What follows belongs to an exercise in optimizing a design on an open flow for small area; a production flow would make more cautious choices. The RTL was checked by simulation tests, not by an equivalence proof against the original design. The clock port is modelled as an ideal driver; clocking choices that lean on that would not hold on a real chip.

## alpha
==> flow/design.v (excerpt) <==
module fitnessTracker (
    input  logic                    clk,
    input  logic                    rst,
    input  logic                    secTick,
    input  logic [1:0]              activity,
    input  logic [DataWidth-1:0]    weight,
    input  logic [DataWidth-1:0]    restingRate,
    input  logic [DataWidth-1:0]    distance,
    output logic [DataWidth-1:0]    secondsRun,
    output logic [DataWidth-1:0]    secondsWalk,
    output logic [DataWidth-1:0]    secondsCycle,
    output logic [CalorieWidth-1:0] caloriesRun,
    output logic [CalorieWidth-1:0] caloriesWalk,
    output logic [CalorieWidth-1:0] caloriesCycle,
    output logic [DataWidth-1:0]    speed,
    output logic [DataWidth-1:0]    targetRate,
    output logic                    resultValid
);
export LEC_CHECK = 0
export CAP_MARGIN = 20
export CORE_MARGIN = 2
export CORE_UTILIZATION = 40
export SLEW_MARGIN = 20
create_clock -name core_clock -period 12.0 [get_ports {clk}]
standard.sh (not shown) runs the stock make flow with config.mk's settings and CLKGATE_MAP_FILE= SYNTH_SCRIPT=/design/flow/synth_recipe.tcl, a recipe that flattens the netlist after the stock synthesis.
==> flow/flow/run.sh <==
#!/bin/bash
# The standard layout (standard.sh) with these changes:
#  - synthesis maps the logic with an area-oriented ABC script (flow/abc.script)
#    and leaves the full adders to ABC instead of mapping them to adder cells
#    first; everything else in synthesis, registers included, is the standard one
#  - the port buffers use the smallest buffer cell
#  - the clock tree has no dummy loads; its root is a clkbuf_8, and each leaf a
#    clkbuf_4, made a clkbuf_8 where the clkbuf_4 would leave its flip-flops'
#    clock slew over 110 ps (flow/post_cts.tcl)
#  - one tie cell drives all the constant outputs
set -euo pipefail
here=$(pwd)
{
  cat <<'TCL'
proc abc {args} {
  set i [lsearch -exact $args -script]
  if { $i >= 0 } {
    set args [lreplace $args [expr {$i + 1}] [expr {$i + 1}] $::env(FLOW_ABC_SCRIPT)]
  }
  yosys abc {*}$args
}
TCL
  cat synth_recipe.tcl
} > flow_synth.tcl
export FLOW_ABC_SCRIPT="$here/flow/abc.script"
export BUFFER_PORTS_ARGS="-buffer_cell sky130_fd_sc_hd__buf_1"
export CTS_ARGS="-sink_clustering_enable -repair_clock_nets -dont_use_dummy_load -root_buf sky130_fd_sc_hd__clkbuf_8 -buf_list sky130_fd_sc_hd__clkbuf_4"
export POST_CTS_TCL="$here/flow/post_cts.tcl"
export SKIP_REPAIR_TIE_FANOUT=1
bash standard.sh SYNTH_SCRIPT="$here/flow_synth.tcl" ADDER_MAP_FILE= finish > standard.log 2>&1
==> flow/flow/abc.script <==
strash
&get -n
&deepsyn -I 4 -J 50
&put
dch -f
amap -m -F 4 -A 8
==> flow/flow/post_cts.tcl <==
# Clock leaves: keep clkbuf_4 where its flip-flops' clock slew stays low, else clkbuf_8
estimate_parasitics -placement
set changed 0
foreach inst [get_cells clkbuf_*] {
  if { [get_property $inst ref_name] ne "sky130_fd_sc_hd__clkbuf_4" } { continue }
  set net [get_nets -of_objects [get_pins -of_objects $inst -filter "direction==output"]]
  set worst 0
  foreach p [get_pins -of_objects $net -filter "direction==input"] {
    set s [get_property $p slew_max]
    if { $s > $worst } { set worst $s }
  }
  if { $worst > 0.110 } {
    replace_cell $inst sky130_fd_sc_hd__clkbuf_8
    incr changed
  }
}
puts "post_cts: upsized $changed clock buffers"
if { $changed > 0 } {
  detailed_placement
  check_placement -verbose
  estimate_parasitics -placement
}
What beta does differently from alpha at the input level:
==> flow/flow/abc.script <==
strash
&get -n
&deepsyn -I 4 -J 50
&put
dch -f
amap -m -F 8 -A 16 -C 1000
==> comparison <==
- The worst max-slew margin expressed relative to the limit of beta is lower than that of alpha.
- beta ended up with a higher minimum clock period after layout than alpha did.
- Delta (beta minus alpha): via count has increased.
What gamma does differently from beta at the input level:
--- a/flow/flow/run.sh
+++ b/flow/flow/run.sh
@@ -5,7 +5,5 @@
 #    first; everything else in synthesis, registers included, is the standard one
 #  - the port buffers use the smallest buffer cell
-#  - the clock tree has no dummy loads; its root is a clkbuf_8, and each leaf a
-#    clkbuf_4, made a clkbuf_8 where the clkbuf_4 would leave its flip-flops'
-#    clock slew over 110 ps (flow/post_cts.tcl)
+#  - the clock tree uses clkbuf_8 and no dummy loads
 #  - one tie cell drives all the constant outputs
 set -euo pipefail
@@ -25,6 +23,5 @@
 export FLOW_ABC_SCRIPT="$here/flow/abc.script"
 export BUFFER_PORTS_ARGS="-buffer_cell sky130_fd_sc_hd__buf_1"
-export CTS_ARGS="-sink_clustering_enable -repair_clock_nets -dont_use_dummy_load -root_buf sky130_fd_sc_hd__clkbuf_8 -buf_list sky130_fd_sc_hd__clkbuf_4"
-export POST_CTS_TCL="$here/flow/post_cts.tcl"
+export CTS_ARGS="-sink_clustering_enable -repair_clock_nets -dont_use_dummy_load -buf_list sky130_fd_sc_hd__clkbuf_8"
 export SKIP_REPAIR_TIE_FANOUT=1
 bash standard.sh SYNTH_SCRIPT="$here/flow_synth.tcl" ADDER_MAP_FILE= finish > standard.log 2>&1
==> flow/flow/abc.script <==
strash
&get -n
&deepsyn -I 4 -J 50
&put
dch -f
amap -m -F 4 -A 8
removed: flow/flow/post_cts.tcl
Findings:
Across gamma and beta, none had a timing, DRC or antenna violation.
gamma against beta: wire length on met2 fell by 78 um, peak clock frequency supported by timing picked up an extra 4.6%.
STATUS placeable core area: gamma loses against beta
The I/O pin total was comparable across gamma and beta.
Synthesized instance count: gamma vs beta up 11

---

fitnessTracker, a different RTL version from the one above (not shown whole).
Size in the first run: roughly 810 cells after synthesis, about 180 flip-flops, about 140 I/O pins, ~8600 um^2 of cells after synthesis.
Settings: LEC_CHECK=0, CAP_MARGIN=20, CORE_MARGIN=2, CORE_UTILIZATION=40, SLEW_MARGIN=20; clock period 12.0 ns.
==> flow/flow/run.sh <==
#!/bin/bash
# The standard layout (standard.sh) with three changes:
#  - synthesis maps the logic with an area-oriented ABC script (flow/abc.script);
#    everything else in synthesis, registers included, is the standard one
#  - the port buffers use the smallest buffer cell
#  - the clock tree uses clkbuf_8 and no dummy loads
set -euo pipefail
here=$(pwd)
{
  cat <<'TCL'
proc abc {args} {
  set i [lsearch -exact $args -script]
  if { $i >= 0 } {
    set args [lreplace $args [expr {$i + 1}] [expr {$i + 1}] $::env(FLOW_ABC_SCRIPT)]
  }
  yosys abc {*}$args
}
TCL
  cat synth_recipe.tcl
} > flow_synth.tcl
export FLOW_ABC_SCRIPT="$here/flow/abc.script"
export BUFFER_PORTS_ARGS="-buffer_cell sky130_fd_sc_hd__buf_1"
export CTS_ARGS="-sink_clustering_enable -repair_clock_nets -dont_use_dummy_load -buf_list sky130_fd_sc_hd__clkbuf_8 -sink_clustering_size 24 -sink_clustering_max_diameter 120"
export SKIP_REPAIR_TIE_FANOUT=1
bash standard.sh SYNTH_SCRIPT="$here/flow_synth.tcl" finish > standard.log 2>&1
==> flow/flow/abc.script <==
strash
dch
amap
The first run finished with timing, DRC and antenna clean.
Change:
--- a/flow/flow/run.sh
+++ b/flow/flow/run.sh
@@ -22,4 +22,3 @@
 export BUFFER_PORTS_ARGS="-buffer_cell sky130_fd_sc_hd__buf_1"
-export CTS_ARGS="-sink_clustering_enable -repair_clock_nets -dont_use_dummy_load -buf_list sky130_fd_sc_hd__clkbuf_8 -sink_clustering_size 24 -sink_clustering_max_diameter 120"
-export SKIP_REPAIR_TIE_FANOUT=1
+export CTS_ARGS="-sink_clustering_enable -repair_clock_nets -dont_use_dummy_load -buf_list sky130_fd_sc_hd__clkbuf_8"
 bash standard.sh SYNTH_SCRIPT="$here/flow_synth.tcl" finish > standard.log 2>&1
Result: Hold slack improved by 0.026 ns. Critical path depth stays the same. Cell count climbs by 2.8%. Routed wire length climbs by 1.0%. Design area climbs by 1.3%. Global-route usage climbs by 0.29 points. Sequential share of layout area drops by 0.61 points. Worst setup slack got worse by 0.043 ns. Non-clock buffer count climbs by 4. Fmax drops by 0.57%.
Change:
--- a/flow/flow/run.sh
+++ b/flow/flow/run.sh
@@ -22,3 +22,3 @@
 export BUFFER_PORTS_ARGS="-buffer_cell sky130_fd_sc_hd__buf_1"
-export CTS_ARGS="-sink_clustering_enable -repair_clock_nets -dont_use_dummy_load -buf_list sky130_fd_sc_hd__clkbuf_8"
+export CTS_ARGS="-sink_clustering_enable -repair_clock_nets -dont_use_dummy_load -buf_list sky130_fd_sc_hd__clkbuf_8 -sink_clustering_size 40 -sink_clustering_max_diameter 200"
 bash standard.sh SYNTH_SCRIPT="$here/flow_synth.tcl" finish > standard.log 2>&1
Setup slack stays the same.
Die area does not change.
Via count does not change.
Register-to-register slack stays flat.
Sequential share of layout area is unchanged.
Final area does not change.
Clock-buffer cell count does not change.
Flip-flop and latch count stays the same.

---

## exp/maple
Another version of the RTL of fitnessTracker (not shown whole).
For scale: about 930 cells after synthesis, about 180 flip-flops, ~140 I/O pins.
Design fitnessTracker, start of the top module:
module fitnessTracker (
    input  logic                    clk,
    input  logic                    rst,
    input  logic                    secTick,
    input  logic [1:0]              activity,
    input  logic [DataWidth-1:0]    weight,
    input  logic [DataWidth-1:0]    restingRate,
    input  logic [DataWidth-1:0]    distance,
    output logic [DataWidth-1:0]    secondsRun,
    output logic [DataWidth-1:0]    secondsWalk,
    output logic [DataWidth-1:0]    secondsCycle,
    output logic [CalorieWidth-1:0] caloriesRun,
    output logic [CalorieWidth-1:0] caloriesWalk,
    output logic [CalorieWidth-1:0] caloriesCycle,
    output logic [DataWidth-1:0]    speed,
    output logic [DataWidth-1:0]    targetRate,
    output logic                    resultValid
);
    logic                sampleValid;
    logic                sampleReady;
    logic [1:0]          sampleActivity;
    logic [SecWidth-1:0] sampleSeconds;
    logic                fifoValid;
    logic                fifoReady;
    logic [1:0]          fifoActivity;
    logic [SecWidth-1:0] fifoSeconds;
    activityTimer activityTimer_i (
        .clk            (clk),
        .rst            (rst),
        .secTick        (secTick),
        .activity       (activity),
        .sampleReady    (sampleReady),
        .sampleValid    (sampleValid),
        .sampleActivity (sampleActivity),
  ...
clock: 12.0 ns
lec_check: 0
cap_margin: 20
core_margin: 2
core_utilization: 40
slew_margin: 20
==> flow/flow/run.sh <==
#!/bin/bash
# Standard layout, with the port buffers made from the smallest buffer cell
# and a clock tree of mid-size buffers without dummy loads.
export BUFFER_PORTS_ARGS="-buffer_cell sky130_fd_sc_hd__buf_1"
export CTS_ARGS="-sink_clustering_enable -repair_clock_nets -dont_use_dummy_load -buf_list sky130_fd_sc_hd__clkbuf_8"
bash standard.sh > standard.log 2>&1
Inputs modified between exp/maple and exp/tundra:
==> flow/run.sh (new file) <==
#!/bin/bash
# synth_recipe.tcl (not shown) runs the flow's synth.tcl, then flattens the netlist and writes it again
# the make line also repeats each setting of config.mk as NAME=value (left out here)
make -C /OpenROAD-flow-scripts/flow DESIGN_CONFIG=/design/flow/config.mk WORK_HOME=/design/flow/orfs CLKGATE_MAP_FILE= SYNTH_SCRIPT=/design/flow/synth_recipe.tcl finish
removed: flow/flow/run.sh
removed: flow/standard.sh
--- outcome ---
exp/tundra did not stop at any stage, and its layout met the timing, design-rule and antenna checks.
Measured against each other, exp/tundra and exp/maple differ in clock transition at the registers of the reported paths, the higher figure coming from exp/maple.
exp/tundra vs. exp/maple: number of clock buffers in the layout higher, overall fraction of global-route tracks in use higher.

---

RTL: one of the versions met above, not the one the previous note started from.
Size: about 180 flip-flops.
==> flow/config.mk <==
export PLATFORM = sky130hd
export DESIGN_NAME = fitnessTracker
export DESIGN_NICKNAME = fitnessTracker
export VERILOG_FILES = /design/flow/design.v
export SDC_FILE = /design/flow/constraint.sdc
export NUM_CORES = 4
export LEC_CHECK = 0
export CAP_MARGIN = 20
export CORE_MARGIN = 2
export CORE_UTILIZATION = 40
export SLEW_MARGIN = 20
==> flow/constraint.sdc <==
create_clock -name core_clock -period 12.0 [get_ports {clk}]
set_input_delay 2.4000 -clock core_clock [delete_from_list [all_inputs] [get_ports {clk}]]
set_output_delay 2.4000 -clock core_clock [all_outputs]
set_load 0.01 [all_outputs]
==> flow/flow/run.sh <==
#!/bin/bash
# The standard layout (standard.sh) with these changes:
#  - synthesis maps the logic with an area-oriented ABC script (flow/abc.script)
#    and leaves the full adders to ABC instead of mapping them to adder cells
#    first; everything else in synthesis, registers included, is the standard one
#  - the port buffers use the smallest buffer cell
#  - the clock tree uses clkbuf_8 and no dummy loads
#  - one tie cell drives all the constant outputs
set -euo pipefail
here=$(pwd)
{
  cat <<'TCL'
proc abc {args} {
  set i [lsearch -exact $args -script]
  if { $i >= 0 } {
    set args [lreplace $args [expr {$i + 1}] [expr {$i + 1}] $::env(FLOW_ABC_SCRIPT)]
  }
  yosys abc {*}$args
}
TCL
  cat synth_recipe.tcl
} > flow_synth.tcl
export FLOW_ABC_SCRIPT="$here/flow/abc.script"
export BUFFER_PORTS_ARGS="-buffer_cell sky130_fd_sc_hd__buf_1"
export CTS_ARGS="-sink_clustering_enable -repair_clock_nets -dont_use_dummy_load -buf_list \"sky130_fd_sc_hd__clkbuf_4 sky130_fd_sc_hd__clkbuf_8\""
export SKIP_REPAIR_TIE_FANOUT=1
bash standard.sh SYNTH_SCRIPT="$here/flow_synth.tcl" ADDER_MAP_FILE= finish > standard.log 2>&1
==> flow/flow/abc.script <==
strash
&get -n
&deepsyn -I 4 -J 50
&put
dch -f
amap -m -F 4 -A 8
Next try:
--- a/flow/flow/run.sh
+++ b/flow/flow/run.sh
@@ -23,5 +23,5 @@
 export FLOW_ABC_SCRIPT="$here/flow/abc.script"
 export BUFFER_PORTS_ARGS="-buffer_cell sky130_fd_sc_hd__buf_1"
-export CTS_ARGS="-sink_clustering_enable -repair_clock_nets -dont_use_dummy_load -buf_list \"sky130_fd_sc_hd__clkbuf_4 sky130_fd_sc_hd__clkbuf_8\""
+export CTS_ARGS="-sink_clustering_enable -repair_clock_nets -dont_use_dummy_load -buf_list sky130_fd_sc_hd__clkbuf_8"
 export SKIP_REPAIR_TIE_FANOUT=1
 bash standard.sh SYNTH_SCRIPT="$here/flow_synth.tcl" ADDER_MAP_FILE= finish > standard.log 2>&1
--- a/flow/config.mk
+++ b/flow/config.mk
@@ -8,4 +8,5 @@
 export CAP_MARGIN = 20
 export CORE_MARGIN = 2
-export CORE_UTILIZATION = 40
+export CORE_UTILIZATION = 70
+export PLACE_DENSITY = 0.8
 export SLEW_MARGIN = 20
=> Worst setup slack loses 0.24 ns; core utilization increases by 33 points; clock skew drops by 0.011 ns; design area fell by about 1.7%; via count grows by about 8%; die area decreases by about 40%; non-clock buffer count is unchanged.
Next try:
--- a/flow/config.mk
+++ b/flow/config.mk
@@ -6,7 +6,6 @@
 export NUM_CORES = 4
 export LEC_CHECK = 0
-export CAP_MARGIN = 20
+export CAP_MARGIN = 0
 export CORE_MARGIN = 2
-export CORE_UTILIZATION = 70
-export PLACE_DENSITY = 0.8
-export SLEW_MARGIN = 20
+export CORE_UTILIZATION = 40
+export SLEW_MARGIN = 0
What happened:
- wire length rose by 1.7%
- die area rose by 72%
- final area rose by 1.7%
- global-route usage fell by 13 points
- cell count rose by 11%
- sequential share of layout area fell by 0.88 points
- count of clock-buffer cells in the layout does not change

---

fitnessTracker, a different RTL version from the one above (not shown whole).
Size: ~180 flip-flops.
clock: 12.0 ns
lec_check: 0
cap_margin: 20
core_margin: 2
core_utilization: 40
slew_margin: 20
==> flow/flow/run.sh <==
#!/bin/bash
# The standard layout (standard.sh) with three changes:
#  - synthesis maps the logic with an area-oriented ABC script (flow/abc.script);
#    everything else in synthesis, registers included, is the standard one
#  - the port buffers use the smallest buffer cell
#  - the clock tree uses clkbuf_8 and no dummy loads
#  - one tie cell drives all the constant outputs
set -euo pipefail
here=$(pwd)
{
  cat <<'TCL'
proc abc {args} {
  set i [lsearch -exact $args -script]
  if { $i >= 0 } {
    set args [lreplace $args [expr {$i + 1}] [expr {$i + 1}] $::env(FLOW_ABC_SCRIPT)]
  }
  yosys abc {*}$args
}
TCL
  cat synth_recipe.tcl
} > flow_synth.tcl
export FLOW_ABC_SCRIPT="$here/flow/abc.script"
export BUFFER_PORTS_ARGS="-buffer_cell sky130_fd_sc_hd__buf_1"
export CTS_ARGS="-sink_clustering_enable -repair_clock_nets -dont_use_dummy_load -buf_list sky130_fd_sc_hd__clkbuf_8"
export SKIP_REPAIR_TIE_FANOUT=1
bash standard.sh SYNTH_SCRIPT="$here/flow_synth.tcl" finish > standard.log 2>&1
==> flow/flow/abc.script <==
strash
dch -f
amap -m -F 4 -A 8
The starting point completed without violations.
Rerun with:
--- a/flow/flow/run.sh
+++ b/flow/flow/run.sh
@@ -2,3 +2,4 @@
-# The standard layout (standard.sh) with three changes:
-#  - synthesis maps the logic with an area-oriented ABC script (flow/abc.script);
-#    everything else in synthesis, registers included, is the standard one
+# The standard layout (standard.sh) with these changes:
+#  - synthesis maps the logic with an area-oriented ABC script (flow/abc.script)
+#    and leaves the full adders to ABC instead of mapping them to adder cells
+#    first; everything else in synthesis, registers included, is the standard one
@@ -26 +27 @@
-bash standard.sh SYNTH_SCRIPT="$here/flow_synth.tcl" finish > standard.log 2>&1
+bash standard.sh SYNTH_SCRIPT="$here/flow_synth.tcl" ADDER_MAP_FILE= finish > standard.log 2>&1
==> flow/flow/abc.script (replaced) <==
strash
&get -n
&deepsyn -I 4 -J 50
&put
dch -f
amap -m -F 4 -A 8
Result:
- The new run completed with no timing, DRC or antenna violations
- via count goes up by 16%
- final cell count goes up by 13%
- global-route usage goes up by 0.63 points
- flip-flop and latch count stays the same
- synthesized area goes down by 2.3%
- routed wire length goes up by 3.9%
- fmax goes up by 43%

[static timing again, ports no longer ideal]
The results above use ideal ports. As a check the final layouts listed here were re-extracted and re-timed, cells and wires unchanged. Step 1 (the two cells are an assumption about what drives the block):
set clk [get_ports {clk}]
set_driving_cell -lib_cell sky130_fd_sc_hd__clkbuf_16 $clk
set_driving_cell -lib_cell sky130_fd_sc_hd__buf_2 [delete_from_list [all_inputs] $clk]
Step 2 moves the port delays by t, midway between the first and last clock arrival at a register: inputs arrive t later, outputs are due t later. That takes back most of the time a late clock gives input paths. Slacks: ideal ports / drivers / drivers and shift; pairs: ideal ports / drivers.
| run | t (ns) | setup WS [ns] | worst slew at a driven data input, ns |
|---|---|---|---|
| alpha | 0.468 | 6.327 / 6.327 / 6.327 | 0.04 |
| beta | 0.477 | 5.979 / 5.979 / 5.979 | 0.04 |
| gamma | 0.480 | 6.244 / 6.244 / 6.244 | 0.04 |
| the first run of note 2 | 0.476 | 4.590 / 4.590 / 4.590 | 0.07 |
| the second run of note 2 | 0.483 | 4.547 / 4.547 / 4.547 | 0.06 |
| the third run of note 2 | 0.483 | 4.547 / 4.547 / 4.547 | 0.06 |
| exp/maple | 0.474 | 5.045 / 5.045 / 5.045 | 0.03 |
| exp/tundra | 0.474 | 5.058 / 5.058 / 5.058 | 0.04 |
| the first run of note 4 | 0.480 | 6.244 / 6.244 / 6.244 | 0.04 |
| the second run of note 4 | 0.484 | 6.001 / 6.001 / 6.001 | 0.05 |
| the third run of note 4 | 0.480 | 6.244 / 6.244 / 6.244 | 0.04 |
| the first run of note 5 | 0.481 | 3.808 / 3.808 / 3.808 | 0.06 |
| the second run of note 5 | 0.483 | 6.252 / 6.252 / 6.252 | 0.06 |
After both steps every run listed still meets setup and hold.
